Background: an optimization exercise with open tools, aiming at small area and a short achievable clock period. Do not read the settings as production practice.

==> run a <==
## ooo_issue_exec_top
module ooo_issue_exec_top (
	input logic clk,
	input logic rst,
	input logic [1:0] issue_valid,
	input logic [3:0] issue0_tag,
	input logic [31:0] issue0_inst,
	input logic [31:0] issue0_pc,
	input logic issue0_src1_busy,
	input logic [31:0] issue0_src1,
	input logic issue0_src2_busy,
	input logic [31:0] issue0_src2,
	input logic [3:0] issue1_tag,
	input logic [31:0] issue1_inst,
	input logic [31:0] issue1_pc,
	input logic issue1_src1_busy,
	input logic [31:0] issue1_src1,
	input logic issue1_src2_busy,
	input logic [31:0] issue1_src2,
	input logic [15:0] bcast_rdy,
	input logic [511:0] bcast_data,
	input logic flush_valid,
	input logic [3:0] flush_front_tag,
	input logic [3:0] flush_rear_tag,
	input logic [3:0] flush_tag,
	output logic [1:0] accept,
	output logic [3:0] num_free,
	output logic result_valid,
	output logic [3:0] result_tag,
	output logic [31:0] result_data
);
	logic [7:0] valid;
	logic [7:0][3:0] tag;
	logic [7:0][3:0] op;
	logic [7:0] b1;
	logic [7:0] b2;
	logic [7:0][31:0] v1;
	logic [7:0][31:0] v2;
	logic [7:0] disp;
	logic [7:0] alloc0;
	logic [7:0] alloc1;
	logic [3:0][1:0] pair_free;
	logic d0_b1, d0_b2, d1_b1, d1_b2;
	logic [31:0] d0_v1, d0_v2, d1_v1, d1_v2;
	logic [3:0] d0_op, d1_op;
	logic [15:0] d0_s1, d0_s2, d1_s1, d1_s2;
	logic d0_c1, d0_c2, d1_c1, d1_c2;
	logic [7:0] ld0;
	logic [7:0] ld1;
	logic [7:0] keep;
	logic [7:0] valid_n;
	logic [7:0] ready_n;
	logic [7:0] b1_n;
	logic [7:0] b2_n;
	logic [7:0][31:0] v1_n;
	logic [7:0][31:0] v2_n;
	logic [7:0] disp_n;
	logic [7:0] alloc0_n;
	logic [7:0] alloc1_n;
	logic [3:0][1:0] pair_free_n;
	logic [3:0] disp_tag;
	logic [3:0] disp_op;
	logic [31:0] disp_a;
	logic [31:0] disp_b;
	logic [31:0] alu_y;
	issue_decode dec0 (
		.inst(issue0_inst), .pc(issue0_pc),
		.src1_busy(issue0_src1_busy), .src1(issue0_src1),
		.src2_busy(issue0_src2_busy), .src2(issue0_src2),
		.op1_busy(d0_b1), .op1(d0_v1), .op2_busy(d0_b2), .op2(d0_v2), .op(d0_op),
		.bc_rdy(bcast_rdy), .sel1(d0_s1), .sel2(d0_s2), .cap1(d0_c1), .cap2(d0_c2)
	);
	issue_decode dec1 (
		.inst(issue1_inst), .pc(issue1_pc),
		.src1_busy(issue1_src1_busy), .src1(issue1_src1),
		.src2_busy(issue1_src2_busy), .src2(issue1_src2),
		.op1_busy(d1_b1), .op1(d1_v1), .op2_busy(d1_b2), .op2(d1_v2), .op(d1_op),
		.bc_rdy(bcast_rdy), .sel1(d1_s1), .sel2(d1_s2), .cap1(d1_c1), .cap2(d1_c2)
	);
  ...
clock: 8.5 ns
lec_check: 0
cap_margin: 20
core_margin: 2
core_utilization: 25
place_density: 0.3
setup_slack_margin: 4
slew_margin: 20
synth_hierarchical: 1
synth_minimum_keep_size: 0
run.sh (not shown) runs the stock make flow with config.mk's settings and CLKGATE_MAP_FILE= SYNTH_SCRIPT=/design/flow/synth_recipe.tcl, a recipe that flattens the netlist after the stock synthesis.
==> run b: changes against run a <==
--- a/flow/config.mk
+++ b/flow/config.mk
@@ -5,11 +5,10 @@
 export SDC_FILE = /design/flow/constraint.sdc
 export NUM_CORES = 8
 export LEC_CHECK = 0
 export CAP_MARGIN = 20
 export CORE_MARGIN = 2
 export CORE_UTILIZATION = 25
-export PLACE_DENSITY = 0.3
 export SETUP_SLACK_MARGIN = 4
 export SLEW_MARGIN = 20
 export SYNTH_HIERARCHICAL = 1
 export SYNTH_MINIMUM_KEEP_SIZE = 0
==> run c: changes against run a <==
--- a/flow/design.v
+++ b/flow/design.v
@@ -22,14 +22,14 @@
 	output logic op1_busy,
 	output logic [31:0] op1,
 	output logic op2_busy,
 	output logic [31:0] op2,
 	output logic [3:0] op,
 	input logic [15:0] bc_rdy,
-	output logic [15:0] sel1,
-	output logic [15:0] sel2,
+	output logic [15:0] hit1,
+	output logic [15:0] hit2,
 	output logic cap1,
 	output logic cap2
 );
 	logic [6:0] opc;
 	logic [2:0] f3;
 	logic b5;
@@ -108,18 +108,18 @@
 			end
 			default: ;
 		endcase
 	end
 	always_comb begin
 		for (int t = 0; t < 16; t++) begin
-			sel1[t] = op1_busy && (op1[3:0] == t);
-			sel2[t] = op2_busy && (op2[3:0] == t);
+			hit1[t] = op1_busy && (op1[3:0] == t) && bc_rdy[t];
+			hit2[t] = op2_busy && (op2[3:0] == t) && bc_rdy[t];
 		end
 	end
-	assign cap1 = |(sel1 & bc_rdy);
-	assign cap2 = |(sel2 & bc_rdy);
+	assign cap1 = |hit1;
+	assign cap2 = |hit2;
 endmodule
 `timescale 1ns/1ps
 module ao222n (
 	input logic a1,
 	input logic b1,
 	input logic a2,
@@ -159,66 +159,46 @@
 	logic [2:0] p;
 	ao222n u0 (.a1(s[0]), .b1(d[0]), .a2(s[1]), .b2(d[1]), .a3(s[2]), .b3(d[2]), .y(p[0]));
 	ao222n u1 (.a1(s[3]), .b1(d[3]), .a2(s[4]), .b2(d[4]), .a3(s[5]), .b3(d[5]), .y(p[1]));
 	assign p[2] = ~((s[6] & d[6]) | (s[7] & d[7]));
 	assign y = ~&p;
 endmodule
-module select_gate (
-	input logic a1,
-	input logic b1,
-	input logic a2,
-	input logic b2,
-	input logic a3,
-	input logic b3,
-	input logic rn,
-	output logic y
-);
-	assign y = ((a1 & b1) | (a2 & b2) | (a3 & b3)) & ~rn;
-endmodule
 module operand_select (
 	input logic ld0,
 	input logic ld1,
-	input logic [15:0] l0_sel,
+	input logic [15:0] l0_hit,
 	input logic l0_cap,
 	input logic l0_busy,
-	input logic [15:0] l1_sel,
+	input logic [15:0] l1_hit,
 	input logic l1_cap,
 	input logic l1_busy,
 	input logic h_valid,
 	input logic h_busy,
 	input logic [3:0] h_tag,
 	input logic [15:0] bc_rdy,
-	input logic [15:0] bc_rdy_n,
 	output logic [15:0] s,
 	output logic sa_lo,
 	output logic sa_hi,
 	output logic sb_lo,
 	output logic sb_hi,
 	output logic sh_lo,
 	output logic sh_hi,
 	output logic busy_n
 );
+	logic [15:0] h_hit;
 	logic h_wait;
 	logic h_cap;
 	logic hold;
-	logic [3:0] pl;
-	logic [3:0] ph;
 	assign h_wait = h_valid & h_busy;
 	always_comb begin
-		for (int j = 0; j < 4; j++) begin
-			pl[j] = h_wait && (h_tag[1:0] == j);
-			ph[j] = (h_tag[3:2] == j);
+		for (int t = 0; t < 16; t++) begin
+			h_hit[t] = h_wait && (h_tag == t) && bc_rdy[t];
 		end
 	end
-	for (genvar t = 0; t < 16; t++) begin : g_t
-		select_gate u (
-			.a1(ld0), .b1(l0_sel[t]), .a2(ld1), .b2(l1_sel[t]), .a3(pl[t % 4]), .b3(ph[t / 4]),
-			.rn(bc_rdy_n[t]), .y(s[t])
-		);
-	end
 	assign hold = ~ld0 & ~ld1;
+	assign s = (l0_hit & {16{ld0}}) | (l1_hit & {16{ld1}}) | h_hit;
 	assign h_cap = h_wait & bc_rdy[h_tag];
 	assign sa_lo = ld0 & ~l0_cap;
 	assign sa_hi = ld0 & ~l0_busy;
 	assign sb_lo = ld1 & ~l1_cap;
 	assign sb_hi = ld1 & ~l1_busy;
 	assign sh_lo = hold & ~h_cap;
@@ -229,13 +209,14 @@
 module rs_control (
 	input logic [7:0] valid_n,
 	input logic [7:0] ready_n,
 	output logic [7:0] alloc0,
 	output logic [7:0] alloc1,
 	output logic [7:0] disp,
-	output logic [3:0][1:0] pair_free
+	output logic [3:0] num_free,
+	output logic [1:0] accept
 );
 	logic [7:0] free;
 	logic [7:0] free_before;
 	logic [7:0] two_before;
 	logic [7:0] ready_before;
 	assign free = ~valid_n;
@@ -250,16 +231,19 @@
 		end
 	end
 	assign alloc0 = free & ~free_before;
 	assign alloc1 = free & free_before & ~two_before;
 	assign disp = ready_n & ~ready_before;
 	always_comb begin
-		for (int j = 0; j < 4; j++) begin
-			pair_free[j] = {free[2*j] & free[2*j+1], free[2*j] ^ free[2*j+1]};
+		num_free = '0;
+		for (int i = 0; i < 8; i++) begin
+			num_free = num_free + {3'b0, free[i]};
 		end
 	end
+	assign accept[0] = |free;
+	assign accept[1] = free_before[7] & free[7] | two_before[7];
 endmodule
 `timescale 1ns/1ps
 module exec_unit (
 	input logic [3:0] op,
 	input logic [31:0] a,
 	input logic [31:0] b,
@@ -273,23 +257,17 @@
 	logic carry;
 	logic eq;
 	logic lt;
 	logic ltu;
 	logic cmp_out;
 	logic right;
-	logic fill;
 	logic [31:0] sh_in;
-	logic [31:0] sh1;
-	logic [31:0] sh2;
-	logic [31:0] sh3;
+	logic [31:0] sh_r;
 	logic [31:0] sh_out;
-	logic sel_sum;
-	logic sel_sh;
-	logic sel_xor;
-	logic sel_or;
-	logic sel_and;
+	logic fill;
+	logic [31:0] alu_out;
 	assign is_cmp = op[3];
 	assign sub = is_cmp | (op[2:0] == 3'b001);
 	assign bx = sub ? ~b : b;
 	assign sum_w = {1'b0, a, 1'b1} + {1'b0, bx, sub};
 	assign sum = sum_w[32:1];
 	assign carry = sum_w[33];
@@ -300,62 +278,50 @@
 	assign right = op[0] | op[2];
 	assign fill = op[2] & a[31];
 	always_comb begin
 		for (int k = 0; k < 32; k++) begin
 			sh_in[k] = right ? a[k] : a[31-k];
 		end
+	end
+	assign sh_r = $unsigned($signed({fill, sh_in}) >>> b[4:0]);
+	always_comb begin
 		for (int k = 0; k < 32; k++) begin
-			case (b[1:0])
-				2'd0: sh1[k] = sh_in[k];
-				2'd1: sh1[k] = (k + 1 < 32) ? sh_in[(k+1)%32] : fill;
-				2'd2: sh1[k] = (k + 2 < 32) ? sh_in[(k+2)%32] : fill;
-				default: sh1[k] = (k + 3 < 32) ? sh_in[(k+3)%32] : fill;
-			endcase
-		end
-		for (int k = 0; k < 32; k++) begin
-			case (b[3:2])
-				2'd0: sh2[k] = sh1[k];
-				2'd1: sh2[k] = (k + 4 < 32) ? sh1[(k+4)%32] : fill;
-				2'd2: sh2[k] = (k + 8 < 32) ? sh1[(k+8)%32] : fill;
-				default: sh2[k] = (k + 12 < 32) ? sh1[(k+12)%32] : fill;
-			endcase
-		end
-		for (int k = 0; k < 32; k++) begin
-			sh3[k] = b[4] ? ((k + 16 < 32) ? sh2[(k+16)%32] : fill) : sh2[k];
-		end
-		for (int k = 0; k < 32; k++) begin
-			sh_out[k] = right ? sh3[k] : sh3[31-k];
+			sh_out[k] = right ? sh_r[k] : sh_r[31-k];
 		end
 	end
-	assign sel_sum = ~op[3] & (op[2:1] == 2'b00);
-	assign sel_sh = ~op[3] & ((op[2:1] == 2'b01) | (op[2:0] == 3'b101));
-	assign sel_xor = ~op[3] & (op[2:0] == 3'b100);
-	assign sel_or = ~op[3] & (op[2:0] == 3'b110);
-	assign sel_and = ~op[3] & (op[2:0] == 3'b111);
-	assign y = ({32{sel_sum}} & sum) | ({32{sel_sh}} & sh_out) | ({32{sel_xor}} & (a ^ b))
-		| ({32{sel_or}} & (a | b)) | ({32{sel_and}} & (a & b)) | {31'b0, is_cmp & cmp_out};
+	always_comb begin
+		case (op[2:0])
+			3'b000, 3'b001: alu_out = sum;
+			3'b010, 3'b011, 3'b101: alu_out = sh_out;
+			3'b100: alu_out = a ^ b;
+			3'b110: alu_out = a | b;
+			default: alu_out = a & b;
+		endcase
+	end
+	assign y = is_cmp ? {31'b0, cmp_out} : alu_out;
 endmodule
 `timescale 1ns/1ps
 module issue_exec_slice (
 	input logic [3:0] front,
 	input logic [3:0] rear,
 	input logic [3:0] ftag,
-	input logic [7:0][3:0] tags,
-	output logic [7:0] keep
+	output logic [15:0] keep
 );
 	logic wrap_all;
 	logic no_wrap;
-	logic [7:0] ge;
-	logic [7:0] lt;
 	assign wrap_all = (rear + 4'd1) == ftag;
 	assign no_wrap = front <= ftag;
 	always_comb begin
-		for (int i = 0; i < 8; i++) begin
-			ge[i] = tags[i] >= front;
-			lt[i] = tags[i] < ftag;
-			keep[i] = wrap_all | (no_wrap ? (ge[i] & lt[i]) : (ge[i] | lt[i]));
+		for (int t = 0; t < 16; t++) begin
+			if (wrap_all) begin
+				keep[t] = 1'b1;
+			end else if (no_wrap) begin
+				keep[t] = (t >= front) && (t < ftag);
+			end else begin
+				keep[t] = (t >= front) || (t < ftag);
+			end
 		end
 	end
 endmodule
 `timescale 1ns/1ps
 module ooo_issue_exec_top (
 	input logic clk,
@@ -394,76 +360,77 @@
 	logic [7:0] b2;
 	logic [7:0][31:0] v1;
 	logic [7:0][31:0] v2;
 	logic [7:0] disp;
 	logic [7:0] alloc0;
 	logic [7:0] alloc1;
-	logic [3:0][1:0] pair_free;
+	logic [3:0] nf;
+	logic [1:0] acc;
 	logic d0_b1, d0_b2, d1_b1, d1_b2;
 	logic [31:0] d0_v1, d0_v2, d1_v1, d1_v2;
 	logic [3:0] d0_op, d1_op;
 	logic [15:0] d0_s1, d0_s2, d1_s1, d1_s2;
 	logic d0_c1, d0_c2, d1_c1, d1_c2;
 	logic [7:0] ld0;
 	logic [7:0] ld1;
-	logic [7:0] keep;
+	logic [15:0] keep_tag;
 	logic [7:0] valid_n;
 	logic [7:0] ready_n;
 	logic [7:0] b1_n;
 	logic [7:0] b2_n;
 	logic [7:0][31:0] v1_n;
 	logic [7:0][31:0] v2_n;
 	logic [7:0] disp_n;
 	logic [7:0] alloc0_n;
 	logic [7:0] alloc1_n;
-	logic [3:0][1:0] pair_free_n;
+	logic [3:0] nf_n;
+	logic [1:0] acc_n;
 	logic [3:0] disp_tag;
 	logic [3:0] disp_op;
 	logic [31:0] disp_a;
 	logic [31:0] disp_b;
 	logic [31:0] alu_y;
 	issue_decode dec0 (
 		.inst(issue0_inst), .pc(issue0_pc),
 		.src1_busy(issue0_src1_busy), .src1(issue0_src1),
 		.src2_busy(issue0_src2_busy), .src2(issue0_src2),
 		.op1_busy(d0_b1), .op1(d0_v1), .op2_busy(d0_b2), .op2(d0_v2), .op(d0_op),
-		.bc_rdy(bcast_rdy), .sel1(d0_s1), .sel2(d0_s2), .cap1(d0_c1), .cap2(d0_c2)
+		.bc_rdy(bcast_rdy), .hit1(d0_s1), .hit2(d0_s2), .cap1(d0_c1), .cap2(d0_c2)
 	);
 	issue_decode dec1 (
 		.inst(issue1_inst), .pc(issue1_pc),
 		.src1_busy(issue1_src1_busy), .src1(issue1_src1),
 		.src2_busy(issue1_src2_busy), .src2(issue1_src2),
 		.op1_busy(d1_b1), .op1(d1_v1), .op2_busy(d1_b2), .op2(d1_v2), .op(d1_op),
-		.bc_rdy(bcast_rdy), .sel1(d1_s1), .sel2(d1_s2), .cap1(d1_c1), .cap2(d1_c2)
+		.bc_rdy(bcast_rdy), .hit1(d1_s1), .hit2(d1_s2), .cap1(d1_c1), .cap2(d1_c2)
 	);
-	assign accept = {|alloc1, |alloc0};
-	assign num_free = {2'b0, pair_free[0]} + {2'b0, pair_free[1]} + {2'b0, pair_free[2]}
-		+ {2'b0, pair_free[3]};
-	assign ld0 = alloc0 & {8{issue_valid[0] & ~flush_valid}};
-	assign ld1 = alloc1 & {8{issue_valid[1] & ~flush_valid}};
+	assign accept = acc;
+	assign num_free = nf;
+	assign ld0 = alloc0 & {8{issue_valid[0] & acc[0] & ~flush_valid}};
+	assign ld1 = alloc1 & {8{issue_valid[1] & acc[1] & ~flush_valid}};
 	issue_exec_slice fl0 (
-		.front(flush_front_tag), .rear(flush_rear_tag), .ftag(flush_tag), .tags(tag), .keep(keep)
+		.front(flush_front_tag), .rear(flush_rear_tag), .ftag(flush_tag), .keep(keep_tag)
 	);
 	for (genvar i = 0; i < 8; i++) begin : g_slot
 		logic [15:0] s1;
 		logic [15:0] s2;
 		logic sa1_lo, sa1_hi, sb1_lo, sb1_hi, sh1_lo, sh1_hi;
 		logic sa2_lo, sa2_hi, sb2_lo, sb2_hi, sh2_lo, sh2_hi;
 		operand_select os1 (
 			.ld0(ld0[i]), .ld1(ld1[i]),
-			.l0_sel(d0_s1), .l0_cap(d0_c1), .l0_busy(d0_b1),
-			.l1_sel(d1_s1), .l1_cap(d1_c1), .l1_busy(d1_b1),
-			.h_valid(valid[i]), .h_busy(b1[i]), .h_tag(v1[i][3:0]), .bc_rdy(bcast_rdy), .bc_rdy_n(~bcast_rdy),
+			.l0_hit(d0_s1), .l0_cap(d0_c1), .l0_busy(d0_b1),
+			.l1_hit(d1_s1), .l1_cap(d1_c1), .l1_busy(d1_b1),
+			.h_valid(valid[i]), .h_busy(b1[i]), .h_tag(v1[i][3:0]), .bc_rdy(bcast_rdy),
 			.s(s1), .sa_lo(sa1_lo), .sa_hi(sa1_hi), .sb_lo(sb1_lo), .sb_hi(sb1_hi),
 			.sh_lo(sh1_lo), .sh_hi(sh1_hi), .busy_n(b1_n[i])
 		);
 		operand_select os2 (
 			.ld0(ld0[i]), .ld1(ld1[i]),
-			.l0_sel(d0_s2), .l0_cap(d0_c2), .l0_busy(d0_b2),
-			.l1_sel(d1_s2), .l1_cap(d1_c2), .l1_busy(d1_b2),
-			.h_valid(valid[i]), .h_busy(b2[i]), .h_tag(v2[i][3:0]), .bc_rdy(bcast_rdy), .bc_rdy_n(~bcast_rdy),
+			.l0_hit(d0_s2), .l0_cap(d0_c2), .l0_busy(d0_b2),
+			.l1_hit(d1_s2), .l1_cap(d1_c2), .l1_busy(d1_b2),
+			.h_valid(valid[i]), .h_busy(b2[i]), .h_tag(v2[i][3:0]), .bc_rdy(bcast_rdy),
 			.s(s2), .sa_lo(sa2_lo), .sa_hi(sa2_hi), .sb_lo(sb2_lo), .sb_hi(sb2_hi),
 			.sh_lo(sh2_lo), .sh_hi(sh2_hi), .busy_n(b2_n[i])
 		);
 		for (genvar k = 0; k < 32; k++) begin : g_bit
 			logic [15:0] d;
 			for (genvar t = 0; t < 16; t++) begin : g_src
@@ -486,13 +453,13 @@
 				capture_bit cb2 (
 					.s(s2), .d(d), .sa(sa2_hi), .da(d0_v2[k]), .sb(sb2_hi), .db(d1_v2[k]),
 					.sh(sh2_hi), .dh(v2[i][k]), .y(v2_n[i][k])
 				);
 			end
 		end
-		assign valid_n[i] = ~rst & ((valid[i] & ~(flush_valid & ~keep[i])) | ld0[i] | ld1[i])
+		assign valid_n[i] = ~rst & ((valid[i] & ~(flush_valid & ~keep_tag[tag[i]])) | ld0[i] | ld1[i])
 			& ~disp[i];
 		assign ready_n[i] = valid_n[i] & ~b1_n[i] & ~b2_n[i];
 		always_ff @(posedge clk) begin
 			valid[i] <= valid_n[i];
 			if (ld0[i]) begin
 				tag[i] <= issue0_tag;
@@ -506,19 +473,20 @@
 			v1[i] <= v1_n[i];
 			v2[i] <= v2_n[i];
 		end
 	end
 	rs_control ctrl0 (
 		.valid_n(valid_n), .ready_n(ready_n), .alloc0(alloc0_n), .alloc1(alloc1_n), .disp(disp_n),
-		.pair_free(pair_free_n)
+		.num_free(nf_n), .accept(acc_n)
 	);
 	always_ff @(posedge clk) begin
 		disp <= disp_n;
 		alloc0 <= alloc0_n;
 		alloc1 <= alloc1_n;
-		pair_free <= pair_free_n;
+		nf <= nf_n;
+		acc <= acc_n;
 	end
 	for (genvar k = 0; k < 32; k++) begin : g_da
 		logic [7:0] xa;
 		logic [7:0] xb;
 		for (genvar i = 0; i < 8; i++) begin : g_s
 			assign xa[i] = v1[i][k];
==> flow/config.mk (replaced) <==
export PLATFORM = sky130hd
export DESIGN_NAME = ooo_issue_exec_top
export DESIGN_NICKNAME = ooo_issue_exec_top
export VERILOG_FILES = /design/flow/design.v
export SDC_FILE = /design/flow/constraint.sdc
export NUM_CORES = 8
export LEC_CHECK = 0
export CAP_MARGIN = 20
export CORE_MARGIN = 2
export CORE_UTILIZATION = 32
export SLEW_MARGIN = 20
export SYNTH_HIERARCHICAL = 1
export SYNTH_MINIMUM_KEEP_SIZE = 0
==> results.txt <==
- Run a aborted during global routing (5_1_grt). Run c aborted during global routing (5_1_grt), error GRT-0116. Run b never finished: it broke off in global routing (5_1_grt).
- In synthesized cell count, run b and run a do not differ.
- Against run c, the area after synthesis of run a is lower by about 2.2%.
==> figures <==
item                                                                   run a                     run b                     run c
Placed wire-length estimate                                        721500 um                 705300 um                 671200 um
CTS resizes                                                              773                       558                         0
Syn_area_per_cell                                                9.044 sq um               9.044 sq um               8.877 sq um
Place WS                                                            795.1 ps                   1241 ps                  573.4 ps
Simple logic cell fraction of the synthesized area                    20.80%                    20.80%                    21.82%
Result of the run                                     stopped before the end    stopped before the end    stopped before the end
Last stage reached                                  global routing (5_1_grt)  global routing (5_1_grt)  global routing (5_1_grt)
DIE HEIGHT                                                          565.4 um                  565.4 um                  505.9 um
Effective utilization at floorplan                                    25.08%                    25.08%                    32.13%
Placed Cells incl. Taps                                                14290                     14360                     13580
Synth Area in Compound Gates                                          51.06%                    51.06%                    49.89%
Post-CTS Repair Setup Buffers                                            389                       348                         0
Clock tree sinks                                                         669                       669                       667
Routability cong.                                                      1.152                     1.202                     1.244
Synth Cell Area                                                  78810 sq um               78810 sq um               80620 sq um
Worst-case clock buffer depth                                              4                         4                         3
Function was not checked in any run of this note: the RTL went through the layout flow alone.
